This is an optimization exercise on Yosys and OpenROAD, whose aim is small area, a short achievable clock period and few clock cycles, not a production implementation.

==> inputs of v36 <==
==> flow/design.v <==
package snn_pkg;
    typedef logic [4-1:0] neuron_id_t;
    typedef logic [4-1:0]   axon_id_t;
    typedef logic signed [8-1:0] weight_t;
    typedef logic [16-1:0] membrane_t;
    typedef logic [8-1:0]     leak_t;
    typedef logic [4-1:0]   refrac_t;
    typedef logic [31:0] spike_count_t;
    typedef enum logic {
        scan_idle,
        scan_run
    } scan_state_t;
endpackage
`timescale 1ns/1ps
module synapse_array (
    input  logic                sys_clk,
    input  logic                sys_rst_n,
    input  logic                weight_we,
    input  snn_pkg::axon_id_t   weight_axon,
    input  snn_pkg::neuron_id_t weight_neuron,
    input  snn_pkg::weight_t    weight_data,
    input  logic [16-1:0] row_sel,
    output logic [16*8-1:0] row_data
);
    localparam int NA = 16;
    localparam int NN = 16;
    localparam int WW = 8;
    logic [NN*WW-1:0] weight_mem [NA];
    logic [WW-1:0] wr_data;
    logic [NA-1:0] row_en;
    logic [NN-1:0] col_en;
    assign wr_data = weight_data & {WW{sys_rst_n}};
    always_comb begin
        for (int a = 0; a < NA; a++) begin
            row_en[a] = !sys_rst_n || (weight_we && (weight_axon == a[3:0]));
        end
        for (int n = 0; n < NN; n++) begin
            col_en[n] = !sys_rst_n || (weight_we && (weight_neuron == n[3:0]));
        end
    end
    always_ff @(posedge sys_clk) begin
        for (int a = 0; a < NA; a++) begin
            for (int n = 0; n < NN; n++) begin
                if (row_en[a] && col_en[n]) begin
                    weight_mem[a][n*WW +: WW] <= wr_data;
                end
            end
        end
    end
    always_comb begin
        row_data = '0;
        for (int a = 0; a < NA; a++) begin
            row_data = row_data | (weight_mem[a] & {(NN*WW){row_sel[a]}});
        end
    end
endmodule
`timescale 1ns/1ps
module lif_neuron_array (
    input  logic                  sys_clk,
    input  logic                  sys_rst_n,
    input  logic                  snn_soft_reset,
    input  logic                  leak_step,
    input  snn_pkg::membrane_t    threshold,
    input  snn_pkg::leak_t        leak_rate,
    input  snn_pkg::refrac_t      refrac_period,
    input  logic [16*8-1:0] row_data,
    output logic [16-1:0] fire_mask
);
    localparam int NN    = 16;
    localparam int WW    = 8;
    localparam int MEM_W = 16;
    snn_pkg::membrane_t membrane [NN];
    snn_pkg::refrac_t   refrac   [NN];
    snn_pkg::membrane_t next_mem [NN];
    logic [NN-1:0]      live;
    always_comb begin
        for (int n = 0; n < NN; n++) begin
            logic signed [MEM_W+1:0] sum;
            logic signed [WW+1:0]    addend;
            logic signed [WW-1:0]    w;
            w = row_data[n*WW +: WW];
            addend = leak_step ? -$signed({2'b00, leak_rate}) : $signed({{2{w[WW-1]}}, w});
            sum = $signed({2'b00, membrane[n]}) + addend;
            if (sum < 0) begin
                next_mem[n] = '0;
            end else if (sum[MEM_W]) begin
                next_mem[n] = '1;
            end else begin
                next_mem[n] = sum[MEM_W-1:0];
            end
            live[n]      = (w != '0) && (refrac[n] == '0) && !leak_step;
            fire_mask[n] = live[n] && (next_mem[n] >= threshold);
        end
    end
    always_ff @(posedge sys_clk) begin
        for (int n = 0; n < NN; n++) begin
            if (!sys_rst_n || snn_soft_reset) begin
                membrane[n] <= '0;
            end else if (leak_step || live[n]) begin
                membrane[n] <= fire_mask[n] ? '0 : next_mem[n];
            end
            if (!sys_rst_n || snn_soft_reset) begin
                refrac[n] <= '0;
            end else if (leak_step) begin
                if (refrac[n] != '0) begin
                    refrac[n] <= refrac[n] - 1'b1;
                end
            end else if (fire_mask[n]) begin
                refrac[n] <= refrac_period;
            end
        end
    end
endmodule
`timescale 1ns/1ps
module spike_out_fifo #(
    parameter int DEPTH = 4
) (
    input  logic                sys_clk,
    input  logic                sys_rst_n,
    input  logic                snn_soft_reset,
    input  logic [16-1:0] fire_mask,
    output logic                room1,
    output logic                room2,
    output logic                spike_out_valid,
    output snn_pkg::neuron_id_t spike_out_neuron,
    input  logic                spike_out_ready
);
    localparam int NN = 16;
    logic [NN-1:0] q [DEPTH];
    logic [NN-1:0] head;
    logic [NN-1:0] l [DEPTH];
    assign spike_out_valid = (q[0] != '0);
    assign room1 = (q[DEPTH-1] == '0);
    assign room2 = (q[DEPTH-2] == '0);
    always_comb begin
        spike_out_neuron = '0;
        for (int n = NN-1; n >= 0; n--) begin
            if (q[0][n]) spike_out_neuron = snn_pkg::neuron_id_t'(n);
        end
    end
    always_comb begin
        head = (spike_out_ready) ? (q[0] & (q[0] - 1'b1)) : q[0];
        if (head == '0) begin
            for (int i = 0; i < DEPTH-1; i++) l[i] = q[i+1];
            l[DEPTH-1] = '0;
        end else begin
            l[0] = head;
            for (int i = 1; i < DEPTH; i++) l[i] = q[i];
        end
    end
    always_ff @(posedge sys_clk) begin
        for (int i = 0; i < DEPTH; i++) begin
            if (!sys_rst_n || snn_soft_reset) begin
                q[i] <= '0;
            end else if ((l[i] == '0) && (i == 0 || l[i-1] != '0)) begin
                q[i] <= fire_mask;
            end else begin
                q[i] <= l[i];
            end
        end
    end
endmodule
`timescale 1ns/1ps
module status_leds (
    input  logic                  sys_clk,
    input  logic                  sys_rst_n,
    input  logic                  snn_enable,
    input  logic                  busy,
    input  snn_pkg::spike_count_t spike_count,
    output logic [3:0]            led
);
    logic [10:0] heartbeat_cnt;
    always_ff @(posedge sys_clk) begin
        if (!sys_rst_n) begin
            heartbeat_cnt <= '0;
        end else begin
            heartbeat_cnt <= heartbeat_cnt + 1'b1;
        end
    end
    assign led[0] = heartbeat_cnt[10];
    assign led[1] = snn_enable;
    assign led[2] = busy;
    assign led[3] = (heartbeat_cnt[7:0] < spike_count[7:0]);
endmodule
`timescale 1ns/1ps
module snn_core_top (
    input  logic                  sys_clk,
    input  logic                  sys_rst_n,
    input  logic                  snn_enable,
    input  logic                  snn_soft_reset,
    input  snn_pkg::membrane_t    threshold,
    input  snn_pkg::leak_t        leak_rate,
    input  snn_pkg::refrac_t      refrac_period,
    input  logic                  timestep,
    input  logic                  weight_we,
    input  snn_pkg::axon_id_t     weight_axon,
    input  snn_pkg::neuron_id_t   weight_neuron,
    input  snn_pkg::weight_t      weight_data,
    input  logic                  spike_in_valid,
    input  snn_pkg::axon_id_t     spike_in_axon,
    output logic                  spike_in_ready,
    output logic                  spike_out_valid,
    output snn_pkg::neuron_id_t   spike_out_neuron,
    input  logic                  spike_out_ready,
    output snn_pkg::spike_count_t spike_count,
    output logic                  busy,
    output logic [3:0]            led
);
    localparam int NA = 16;
    localparam int NN = 16;
    localparam int WW = 8;
    logic [NA-1:0]    pend_sel;
    logic             pend;
    logic [NN*WW-1:0] row_data;
    logic [NN-1:0]    fire_mask;
    logic             room1;
    logic             room2;
    logic             spike_accept;
    logic             leak_step;
    snn_pkg::membrane_t threshold_q;
    logic               leak_q;
    snn_pkg::leak_t     leak_rate_q;
    assign pend = (pend_sel != '0);
    assign busy = pend | spike_out_valid;
    assign spike_in_ready = snn_enable && (pend ? room2 : room1);
    assign spike_accept   = spike_in_valid && spike_in_ready;
    assign leak_step      = timestep && snn_enable;
    always_ff @(posedge sys_clk) begin
        if (!sys_rst_n || snn_soft_reset) begin
            pend_sel <= '0;
        end else begin
            for (int a = 0; a < NA; a++) begin
                pend_sel[a] <= spike_accept && (spike_in_axon == a[3:0]);
            end
        end
    end
    always_ff @(posedge sys_clk) begin
        threshold_q <= threshold;
        leak_rate_q <= leak_rate;
    end
    always_ff @(posedge sys_clk) begin
        if (!sys_rst_n || snn_soft_reset) begin
            leak_q <= 1'b0;
        end else begin
            leak_q <= leak_step;
        end
    end
    synapse_array u_synapse_array (
        .sys_clk       (sys_clk),
        .sys_rst_n     (sys_rst_n),
        .weight_we     (weight_we),
        .weight_axon   (weight_axon),
        .weight_neuron (weight_neuron),
        .weight_data   (weight_data),
        .row_sel       (pend_sel),
        .row_data      (row_data)
    );
    lif_neuron_array u_lif_neuron_array (
        .sys_clk        (sys_clk),
        .sys_rst_n      (sys_rst_n),
        .snn_soft_reset (snn_soft_reset),
        .leak_step      (leak_q),
        .threshold      (threshold_q),
        .leak_rate      (leak_rate_q),
        .refrac_period  (refrac_period),
        .row_data       (row_data),
        .fire_mask      (fire_mask)
    );
    spike_out_fifo u_spike_out_fifo (
        .sys_clk          (sys_clk),
        .sys_rst_n        (sys_rst_n),
        .snn_soft_reset   (snn_soft_reset),
        .fire_mask        (fire_mask),
        .room1            (room1),
        .room2            (room2),
        .spike_out_valid  (spike_out_valid),
        .spike_out_neuron (spike_out_neuron),
        .spike_out_ready  (spike_out_ready)
    );
    always_ff @(posedge sys_clk) begin
        if (!sys_rst_n || snn_soft_reset) begin
            spike_count <= '0;
        end else if (spike_out_valid && spike_out_ready) begin
            spike_count <= spike_count + 1'b1;
        end
    end
    status_leds u_status_leds (
        .sys_clk     (sys_clk),
        .sys_rst_n   (sys_rst_n),
        .snn_enable  (snn_enable),
        .busy        (busy),
        .spike_count (spike_count),
        .led         (led)
    );
endmodule
==> flow/run.sh <==
#!/bin/bash
# synth_recipe.tcl (not shown) runs the flow's synth.tcl, then flattens the netlist and writes it again
# the make line also repeats each setting of config.mk as NAME=value (left out here)
make -C /OpenROAD-flow-scripts/flow DESIGN_CONFIG=/design/flow/config.mk WORK_HOME=/design/flow/orfs CLKGATE_MAP_FILE= SYNTH_SCRIPT=/design/flow/synth_recipe.tcl finish
==> flow/config.mk <==
export PLATFORM = sky130hd
export DESIGN_NAME = snn_core_top
export DESIGN_NICKNAME = snn_core_top
export VERILOG_FILES = /design/flow/design.v
export SDC_FILE = /design/flow/constraint.sdc
export NUM_CORES = 4
export LEC_CHECK = 0
export CAP_MARGIN = 20
export CORE_MARGIN = 2
export CORE_UTILIZATION = 40
export SLEW_MARGIN = 20
==> flow/constraint.sdc <==
create_clock -name core_clock -period 12.0 [get_ports {sys_clk}]
set_input_delay 2.4000 -clock core_clock [delete_from_list [all_inputs] [get_ports {sys_clk}]]
set_output_delay 2.4000 -clock core_clock [all_outputs]
set_load 0.01 [all_outputs]
==> inputs of v19, as changes to v36 <==
==> flow/design.v, changed modules only <==
module lif_neuron_array (
    input  logic                  sys_clk,
    input  logic                  sys_rst_n,
    input  logic                  snn_soft_reset,
    input  logic                  spike_step,
    input  logic                  leak_step,
    input  snn_pkg::membrane_t    threshold,
    input  logic                  threshold_zero,
    input  snn_pkg::refrac_t      refrac_period,
    input  logic [16*(8+1)-1:0] row_data,
    output logic [16-1:0] fire_mask
);
    localparam int NN = 16;
    localparam int AW = 8 + 1;
    snn_pkg::membrane_t membrane [NN];
    snn_pkg::refrac_t   refrac   [NN];
    snn_pkg::membrane_t next_mem [NN];
    logic [NN-1:0]      live;
    always_comb begin
        for (int n = 0; n < NN; n++) begin
            logic [8:0] a;
            logic       sgn;
            logic [7:0] p, g, G1, P1, G2, P2, G4, P4;
            logic [8:0] c;
            logic [7:0] lo, mh, th, tl, sh;
            logic       c8, mh0, mhf, neg, ovf;
            logic signed [8:0] d;
            logic       gt1, eq1, eq0, eqm1, hi_gt, hi_eq, lo_ge, ge;
            logic [15:0] s;
            a   = row_data[n*AW +: AW];
            sgn = a[8];
            p = membrane[n][7:0] ^ a[7:0];
            g = membrane[n][7:0] & a[7:0];
            for (int i = 0; i < 8; i++) begin
                G1[i] = (i >= 1) ? (g[i] | (p[i] & g[i-1])) : g[i];
                P1[i] = (i >= 1) ? (p[i] & p[i-1]) : p[i];
            end
            for (int i = 0; i < 8; i++) begin
                G2[i] = (i >= 2) ? (G1[i] | (P1[i] & G1[i-2])) : G1[i];
                P2[i] = (i >= 2) ? (P1[i] & P1[i-2]) : P1[i];
            end
            for (int i = 0; i < 8; i++) begin
                G4[i] = (i >= 4) ? (G2[i] | (P2[i] & G2[i-4])) : G2[i];
                P4[i] = (i >= 4) ? (P2[i] & P2[i-4]) : P2[i];
            end
            c[0] = 1'b0;
            for (int i = 1; i <= 8; i++) c[i] = G4[i-1];
            lo = p ^ c[7:0];
            c8 = c[8];
            mh  = membrane[n][15:8];
            mh0 = (mh == 8'd0);
            mhf = (mh == 8'hFF);
            case ({c8, sgn})
                2'b10:   sh = mh + 8'd1;
                2'b01:   sh = mh - 8'd1;
                default: sh = mh;
            endcase
            neg = sgn && !c8 && mh0;
            ovf = !sgn && c8 && mhf;
            s   = neg ? 16'd0 : (ovf ? 16'hFFFF : {sh, lo});
            th   = threshold[15:8];
            d    = $signed({1'b0, mh}) - $signed({1'b0, th});
            gt1  = (d >= 9'sd2);
            eq1  = (d == 9'sd1);
            eq0  = (d == 9'sd0);
            eqm1 = (d == -9'sd1);
            case ({c8, sgn})
                2'b10:   begin hi_gt = gt1 | eq1 | eq0; hi_eq = eqm1; end
                2'b01:   begin hi_gt = gt1;             hi_eq = eq1;  end
                default: begin hi_gt = gt1 | eq1;       hi_eq = eq0;  end
            endcase
            tl    = threshold[7:0];
            lo_ge = 1'b1;
            for (int i = 0; i < 8; i++) begin
                lo_ge = (lo[i] & ~tl[i]) | (~(~lo[i] & tl[i]) & lo_ge);
            end
            ge = hi_gt || (hi_eq && lo_ge) || (neg && threshold_zero);
            next_mem[n]  = s;
            live[n]      = spike_step && !leak_step && (a != '0) && (refrac[n] == '0);
            fire_mask[n] = live[n] && ge;
        end
    end
    always_ff @(posedge sys_clk) begin
        for (int n = 0; n < NN; n++) begin
            if (!sys_rst_n || snn_soft_reset) begin
                membrane[n] <= '0;
            end else if (leak_step || live[n]) begin
                membrane[n] <= fire_mask[n] ? '0 : next_mem[n];
            end
            if (!sys_rst_n || snn_soft_reset) begin
                refrac[n] <= '0;
            end else if (leak_step) begin
                if (refrac[n] != '0) begin
                    refrac[n] <= refrac[n] - 1'b1;
                end
            end else if (fire_mask[n]) begin
                refrac[n] <= refrac_period;
            end
        end
    end
endmodule
module spike_out_fifo #(
    parameter int DEPTH = 4
) (
    input  logic                sys_clk,
    input  logic                sys_rst_n,
    input  logic                snn_soft_reset,
    input  logic [16-1:0] fire_mask,
    output logic                room1,
    output logic                room2,
    output logic                spike_out_valid,
    output snn_pkg::neuron_id_t spike_out_neuron,
    input  logic                spike_out_ready
);
    localparam int NN = 16;
    logic [NN-1:0] q [DEPTH];
    logic [NN-1:0] head;
    logic [NN-1:0] l [DEPTH];
    assign spike_out_valid = (q[0] != '0);
    assign room1 = (q[DEPTH-1] == '0);
    assign room2 = (q[DEPTH-2] == '0);
    always_comb begin
        spike_out_neuron = '0;
        for (int n = NN-1; n >= 0; n--) begin
            if (q[0][n]) spike_out_neuron = snn_pkg::neuron_id_t'(n);
        end
    end
    logic [NN-1:0] below;
    always_comb begin
        below[0] = 1'b0;
        for (int n = 1; n < NN; n++) begin
            below[n] = below[n-1] | q[0][n-1];
        end
        head = (spike_out_ready) ? (q[0] & below) : q[0];
        if (head == '0) begin
            for (int i = 0; i < DEPTH-1; i++) l[i] = q[i+1];
            l[DEPTH-1] = '0;
        end else begin
            l[0] = head;
            for (int i = 1; i < DEPTH; i++) l[i] = q[i];
        end
    end
    always_ff @(posedge sys_clk) begin
        for (int i = 0; i < DEPTH; i++) begin
            if (!sys_rst_n || snn_soft_reset) begin
                q[i] <= '0;
            end else if ((l[i] == '0) && (i == 0 || l[i-1] != '0)) begin
                q[i] <= fire_mask;
            end else begin
                q[i] <= l[i];
            end
        end
    end
endmodule
module snn_core_top (
    input  logic                  sys_clk,
    input  logic                  sys_rst_n,
    input  logic                  snn_enable,
    input  logic                  snn_soft_reset,
    input  snn_pkg::membrane_t    threshold,
    input  snn_pkg::leak_t        leak_rate,
    input  snn_pkg::refrac_t      refrac_period,
    input  logic                  timestep,
    input  logic                  weight_we,
    input  snn_pkg::axon_id_t     weight_axon,
    input  snn_pkg::neuron_id_t   weight_neuron,
    input  snn_pkg::weight_t      weight_data,
    input  logic                  spike_in_valid,
    input  snn_pkg::axon_id_t     spike_in_axon,
    output logic                  spike_in_ready,
    output logic                  spike_out_valid,
    output snn_pkg::neuron_id_t   spike_out_neuron,
    input  logic                  spike_out_ready,
    output snn_pkg::spike_count_t spike_count,
    output logic                  busy,
    output logic [3:0]            led
);
    localparam int NA = 16;
    localparam int NN = 16;
    localparam int WW = 8;
    logic [NA-1:0]      row_sel;
    logic [NN*WW-1:0]   row_data;
    logic [NN*(WW+1)-1:0] row_q;
    logic               pend;
    logic [NN-1:0]      fire_mask;
    logic               room1;
    logic               room2;
    logic               spike_accept;
    logic               leak_step;
    snn_pkg::membrane_t threshold_q;
    logic               threshold_zero_q;
    logic [WW:0]        neg_leak;
    logic               leak_q;
    assign busy = pend | spike_out_valid;
    assign spike_in_ready = snn_enable && (pend ? room2 : room1);
    assign spike_accept   = spike_in_valid && spike_in_ready;
    assign leak_step      = timestep && snn_enable;
    always_comb begin
        for (int a = 0; a < NA; a++) begin
            row_sel[a] = (spike_in_axon == a[3:0]) && !leak_step;
        end
    end
    synapse_array u_synapse_array (
        .sys_clk       (sys_clk),
        .sys_rst_n     (sys_rst_n),
        .weight_we     (weight_we),
        .weight_axon   (weight_axon),
        .weight_neuron (weight_neuron),
        .weight_data   (weight_data),
        .row_sel       (row_sel),
        .row_data      (row_data)
    );
    assign neg_leak = '0 - {1'b0, leak_rate};
    always_ff @(posedge sys_clk) begin
        for (int n = 0; n < NN; n++) begin
            row_q[n*(WW+1) +: WW+1] <= {row_data[n*WW+WW-1], row_data[n*WW +: WW]} |
                                       (neg_leak & {(WW+1){leak_step}});
        end
    end
    always_ff @(posedge sys_clk) begin
        if (!sys_rst_n || snn_soft_reset) begin
            pend <= 1'b0;
        end else begin
            pend <= spike_accept;
        end
    end
    always_ff @(posedge sys_clk) begin
        threshold_q      <= threshold;
        threshold_zero_q <= (threshold == '0);
    end
    always_ff @(posedge sys_clk) begin
        if (!sys_rst_n || snn_soft_reset) begin
            leak_q <= 1'b0;
        end else begin
            leak_q <= leak_step;
        end
    end
    lif_neuron_array u_lif_neuron_array (
        .sys_clk        (sys_clk),
        .sys_rst_n      (sys_rst_n),
        .snn_soft_reset (snn_soft_reset),
        .spike_step     (pend),
        .leak_step      (leak_q),
        .threshold      (threshold_q),
        .threshold_zero (threshold_zero_q),
        .refrac_period  (refrac_period),
        .row_data       (row_q),
        .fire_mask      (fire_mask)
    );
    spike_out_fifo u_spike_out_fifo (
        .sys_clk          (sys_clk),
        .sys_rst_n        (sys_rst_n),
        .snn_soft_reset   (snn_soft_reset),
        .fire_mask        (fire_mask),
        .room1            (room1),
        .room2            (room2),
        .spike_out_valid  (spike_out_valid),
        .spike_out_neuron (spike_out_neuron),
        .spike_out_ready  (spike_out_ready)
    );
    always_ff @(posedge sys_clk) begin
        if (!sys_rst_n || snn_soft_reset) begin
            spike_count <= '0;
        end else if (spike_out_valid && spike_out_ready) begin
            spike_count <= spike_count + 1'b1;
        end
    end
    status_leds u_status_leds (
        .sys_clk     (sys_clk),
        .sys_rst_n   (sys_rst_n),
        .snn_enable  (snn_enable),
        .busy        (busy),
        .spike_count (spike_count),
        .led         (led)
    );
endmodule
==> impl_metrics.env <==
export IMPL_use_met2_pct=39.61
export IMPL_rows=197
export IMPL_dp_final_hpwl_um=232700
export IMPL_status="finished clean"
export IMPL_num_multi_input_gates=5805
export IMPL_vias=81760
export IMPL_synth_compound_area_share_pct=15.67
export IMPL_synthesis_nets=9716
export IMPL_yosysSeqAreaShare_pct=63.23
-- figures above: v19

==> impl_metrics.env <==
export IMPL_num_multi_input_gates=5745
export IMPL_vias=80090
export IMPL_synthesis_nets=9605
export IMPL_layout_commonest_cell="edfxtp_1"
export IMPL_wl_met3_um=33610
export IMPL_use_met2_pct=38.52
export IMPL_yosysSeqAreaShare_pct=62.19
export IMPL_cts_max_path_buffers=4
export IMPL_dp_final_hpwl_um=222200
export IMPL_synth_compound_area_share_pct=17.41
export IMPL_rows=195
export IMPL_status="finished clean"
export IMPL_grt_use_met3_pct=4.929
-- figures above: v36

No functional check of the RTL was part of any run of this note.

==> afterwards: timing with drivers on the ports <==
In the flow no input, the clock included, has a driving cell. The finished layouts below were timed again as built, in two steps. Step 1, drivers: a clkbuf_16 drives sys_clk and a buf_2 each remaining input, both assumed. Step 2 also shifts input and output timing later by t, the mid clock arrival at the registers, as if the neighbouring blocks saw the same clock. Three values: ideal, step 1, step 2; two values: the first two.
| run | t (ns) | setup slack, ns | hold WS [ns] |
|---|---|---|---|
| v36 | 1.012 | 3.575 / 3.575 / 3.575 | 0.451 / 0.451 / 0.451 |
| v19 | 0.934 | 5.780 / 5.755 / 5.192 | 0.450 / 0.450 / 0.450 |
After both steps every run listed still meets setup and hold. The setup slack of v19, which loses most, moves by -0.025 ns with the drivers and by -0.588 ns with both steps.
